What follows belongs to an exercise in optimizing a design on an open flow for small area, a short achievable clock period and few clock cycles; a production flow would make more cautious choices. In this exercise RTL edits were held to simulation tests only and were not proved equivalent to the original. Power and IR drop assume default switching activity.

== run a ==
Design life_top, start of the top module:
module life_top (
    input  logic                   clk,
    input  logic                   reset_n,
    input  logic                   preset_load,
    input  logic [2:0]             preset_sel,
    input  logic                   toggle,
    input  logic [6-1:0] cell_x,
    input  logic [5-1:0] cell_y,
    input  logic                   step,
    input  logic                   rd_en,
    input  logic [5-1:0] rd_row,
    output logic                   busy,
    output logic                   rd_valid,
    output logic [40-1:0]  rd_data
);
    life_engine u_life_engine (
        .clk         (clk),
        .reset_n     (reset_n),
        .preset_load (preset_load),
        .preset_sel  (preset_sel),
        .toggle      (toggle),
        .cell_x      (cell_x),
        .cell_y      (cell_y),
        .step        (step),
        .rd_en       (rd_en),
        .rd_row      (rd_row),
        .busy        (busy),
        .rd_valid    (rd_valid),
        .rd_data     (rd_data)
    );
endmodule
Size in the first run: roughly 1400 flip-flops.
export LEC_CHECK = 0
export CAP_MARGIN = 20
export CORE_MARGIN = 2
export CORE_UTILIZATION = 55
export CTS_CLUSTER_DIAMETER = 100
export CTS_CLUSTER_SIZE = 20
export SETUP_SLACK_MARGIN = 4.0
export SLEW_MARGIN = 20
create_clock -name core_clock -period 7.0 [get_ports {clk}]
run.sh (not shown) runs the stock make flow with config.mk's settings and CLKGATE_MAP_FILE= SYNTH_SCRIPT=/design/flow/synth_recipe.tcl, a recipe that flattens the netlist after the stock synthesis.
Testbench counts of run a, summed over its fixed seeds: cycles 4,317.
Setup changes, run a to run b
# run a
export LEC_CHECK = 0
export CAP_MARGIN = 20
export CORE_MARGIN = 2
export CORE_UTILIZATION = 55
export CTS_CLUSTER_DIAMETER = 100
export CTS_CLUSTER_SIZE = 20
export SETUP_SLACK_MARGIN = 4.0
export SLEW_MARGIN = 20
create_clock -name core_clock -period 7.0 [get_ports {clk}]
# run b
export LEC_CHECK = 0
export CAP_MARGIN = 20
export CORE_MARGIN = 2
export CORE_UTILIZATION = 40
export CTS_BUF_LIST = sky130_fd_sc_hd__clkbuf_4 sky130_fd_sc_hd__clkbuf_8
export SETUP_SLACK_MARGIN = 4.1
export SLEW_MARGIN = 20
create_clock -name core_clock -period 7.0 [get_ports {clk}]
Findings:
Going from run a to run b, the number of buffer and inverter instances along the worst setup path was found to have gone down by 2. On run b: cell-internal power is about 23% higher than what run a gave. Taking run a as 1.0, run b lands at 1.15 on non-clock buffer count. Diff run a -> run b: worst-case headroom to the max-slew limit picked up an extra 2.6 points; post-layout net count picked up an extra 2.4%; post-route total power picked up an extra about 21%.

== garnet ==
life_top, a different RTL version from the one above (not shown whole).
Size in the first run: about 6,400 cells after synthesis, ~1,400 flip-flops, roughly 67 I/O pins.
==> flow/design.v (excerpt) <==
module life_top (
    input  logic                   clk,
    input  logic                   reset_n,
    input  logic                   preset_load,
    input  logic [2:0]             preset_sel,
    input  logic                   toggle,
    input  logic [6-1:0] cell_x,
    input  logic [5-1:0] cell_y,
    input  logic                   step,
    input  logic                   rd_en,
    input  logic [5-1:0] rd_row,
    output logic                   busy,
    output logic                   rd_valid,
    output logic [40-1:0]  rd_data
);
Settings: LEC_CHECK=0, CAP_MARGIN=20, CORE_MARGIN=2, CORE_UTILIZATION=55, CTS_CLUSTER_DIAMETER=100, CTS_CLUSTER_SIZE=20, SETUP_SLACK_MARGIN=4.35, SLEW_MARGIN=20; clock period 7.0 ns.
Testbench counts of garnet, summed over its fixed seeds: cycles 4,592.
Modified inputs, quartz compared to garnet
# garnet
export LEC_CHECK = 0
export CAP_MARGIN = 20
export CORE_MARGIN = 2
export CORE_UTILIZATION = 55
export CTS_CLUSTER_DIAMETER = 100
export CTS_CLUSTER_SIZE = 20
export SETUP_SLACK_MARGIN = 4.35
export SLEW_MARGIN = 20
create_clock -name core_clock -period 7.0 [get_ports {clk}]
# quartz
export LEC_CHECK = 0
export CAP_MARGIN = 20
export CORE_MARGIN = 2
export CORE_UTILIZATION = 40
export CTS_CLUSTER_DIAMETER = 100
export CTS_CLUSTER_SIZE = 30
export SETUP_SLACK_MARGIN = 4.1
export SLEW_MARGIN = 20
create_clock -name core_clock -period 7.0 [get_ports {clk}]
Notes after the runs:
Sort quartz and garnet by depth of the worst register-to-register path, descending, and quartz comes first. For the number of cells on the critical path, quartz came in 1 higher than garnet did. The startpoint of the most critical setup path comes out u_life_engine.grid[115] in one run and u_life_engine.run_stp in the other, namely in garnet and quartz respectively. Switching power as a share of total power on quartz is up relative to garnet. From garnet to quartz the numbers moved as follows: fmax down 7.5%; share of total power in the clock network down 3.1 points; met2 usage in global routing down 14 points.
Relative to quartz, the following input files were edited for amber:
# quartz
export LEC_CHECK = 0
export CAP_MARGIN = 20
export CORE_MARGIN = 2
export CORE_UTILIZATION = 40
export CTS_CLUSTER_DIAMETER = 100
export CTS_CLUSTER_SIZE = 30
export SETUP_SLACK_MARGIN = 4.1
export SLEW_MARGIN = 20
create_clock -name core_clock -period 7.0 [get_ports {clk}]
# amber
export LEC_CHECK = 0
export CAP_MARGIN = 20
export CORE_MARGIN = 2
export CORE_UTILIZATION = 40
export CTS_CLUSTER_DIAMETER = 80
export CTS_CLUSTER_SIZE = 20
export SETUP_SLACK_MARGIN = 4.1
export SLEW_MARGIN = 20
create_clock -name core_clock -period 7.0 [get_ports {clk}]
==> run summary <==
- [compare] base=quartz new=amber: switching component of the power moved up, total wirelength of the detailed-routed design rose 0.43%, total design power now sits higher, clock-buffer cell count increased by 55% relative to the old numbers, cell area after layout went up by about 1%.
- Against quartz, maximum frequency in amber rose slightly.
- [amber vs quartz] clock-cell share of area: higher in amber
- Between amber and quartz, the global routing usage on met2 does not differ in any meaningful way.
#### Input delta (harbor over amber)
# amber
export LEC_CHECK = 0
export CAP_MARGIN = 20
export CORE_MARGIN = 2
export CORE_UTILIZATION = 40
export CTS_CLUSTER_DIAMETER = 80
export CTS_CLUSTER_SIZE = 20
export SETUP_SLACK_MARGIN = 4.1
export SLEW_MARGIN = 20
create_clock -name core_clock -period 7.0 [get_ports {clk}]
# harbor
export LEC_CHECK = 0
export CAP_MARGIN = 20
export CORE_MARGIN = 2
export CORE_UTILIZATION = 40
export SETUP_SLACK_MARGIN = 4.1
export SLEW_MARGIN = 20
create_clock -name core_clock -period 7.0 [get_ports {clk}]
Findings:
For the initial antenna violation count, harbor came in 2 lower than amber did.
Taking amber as the reference, in harbor number of standard cells in the layout, taps in and fillers out increased 1.5%, fmax went down about 0.9%.
[inputs] zinc vs harbor
# harbor
export LEC_CHECK = 0
export CAP_MARGIN = 20
export CORE_MARGIN = 2
export CORE_UTILIZATION = 40
export SETUP_SLACK_MARGIN = 4.1
export SLEW_MARGIN = 20
create_clock -name core_clock -period 7.0 [get_ports {clk}]
# zinc
export LEC_CHECK = 0
export CAP_MARGIN = 20
export CORE_MARGIN = 2
export CORE_UTILIZATION = 40
export CTS_BUF_LIST = sky130_fd_sc_hd__clkbuf_8 sky130_fd_sc_hd__clkbuf_16
export CTS_CLUSTER_DIAMETER = 80
export CTS_CLUSTER_SIZE = 24
export SETUP_SLACK_MARGIN = 4.1
export SLEW_MARGIN = 20
create_clock -name core_clock -period 7.0 [get_ports {clk}]
Results
- There was hardly any difference in XOR/XNOR share of the synthesized area between harbor and zinc.
- Relative to harbor, part of the power in the clock network has gone down in zinc.
- Compared with harbor, zinc shows a overall power of the completed layout that is 17% lower.
- In the reports for zinc and harbor, the smaller time the worst path needs with I/O delays and setup belongs to harbor.
- Taking harbor as the reference, in zinc register share of total power higher; share of the clock period used by the worst path went up 2.0 points.
- | met1 demand-to-capacity share in global routing | zinc vs harbor | ≈ equal |

==> port drivers added, routing unchanged <==
No port has a modelled driver above. Below, the same layouts with a new extraction and two added sets of constraints. Step 1 (the two cells are an assumption about what drives the block):
set clk [get_ports {clk}]
set_driving_cell -lib_cell sky130_fd_sc_hd__clkbuf_16 $clk
set_driving_cell -lib_cell sky130_fd_sc_hd__buf_2 [delete_from_list [all_inputs] $clk]
Step 2 adds t to the input delays and takes it off the output delays; t is the mean of the earliest and latest rising clock arrival at the registers after step 1. Input paths then give back, and output paths get back, about the clock's delay inside the block. a / b / c = ideal ports / drivers / drivers and shift; a / b = the first two.
run | t, ns | setup WS [ns] | worst setup path at the end | worst slew at a driven data input, ns
run a | 0.782 | 4.022 / 3.945 / 3.477 | input to register | 0.05
run b | 1.077 | 4.065 / 3.977 / 3.432 | input to register | 0.05
garnet | 0.770 | 4.289 / 4.264 / 3.783 | input to register | 0.04
quartz | 0.808 | 4.070 / 4.070 / 3.667 | input to register | 0.06
amber | 0.799 | 4.081 / 4.069 / 3.651 | input to register | 0.06
harbor | 0.862 | 4.056 / 4.056 / 3.652 | input to register | 0.06
zinc | 0.811 | 3.917 / 3.917 / 3.659 | input to register | 0.06
After both steps every run listed still meets setup and hold. The setup slack of run b, which loses most, moves by -0.088 ns with the drivers and by -0.633 ns with both steps.
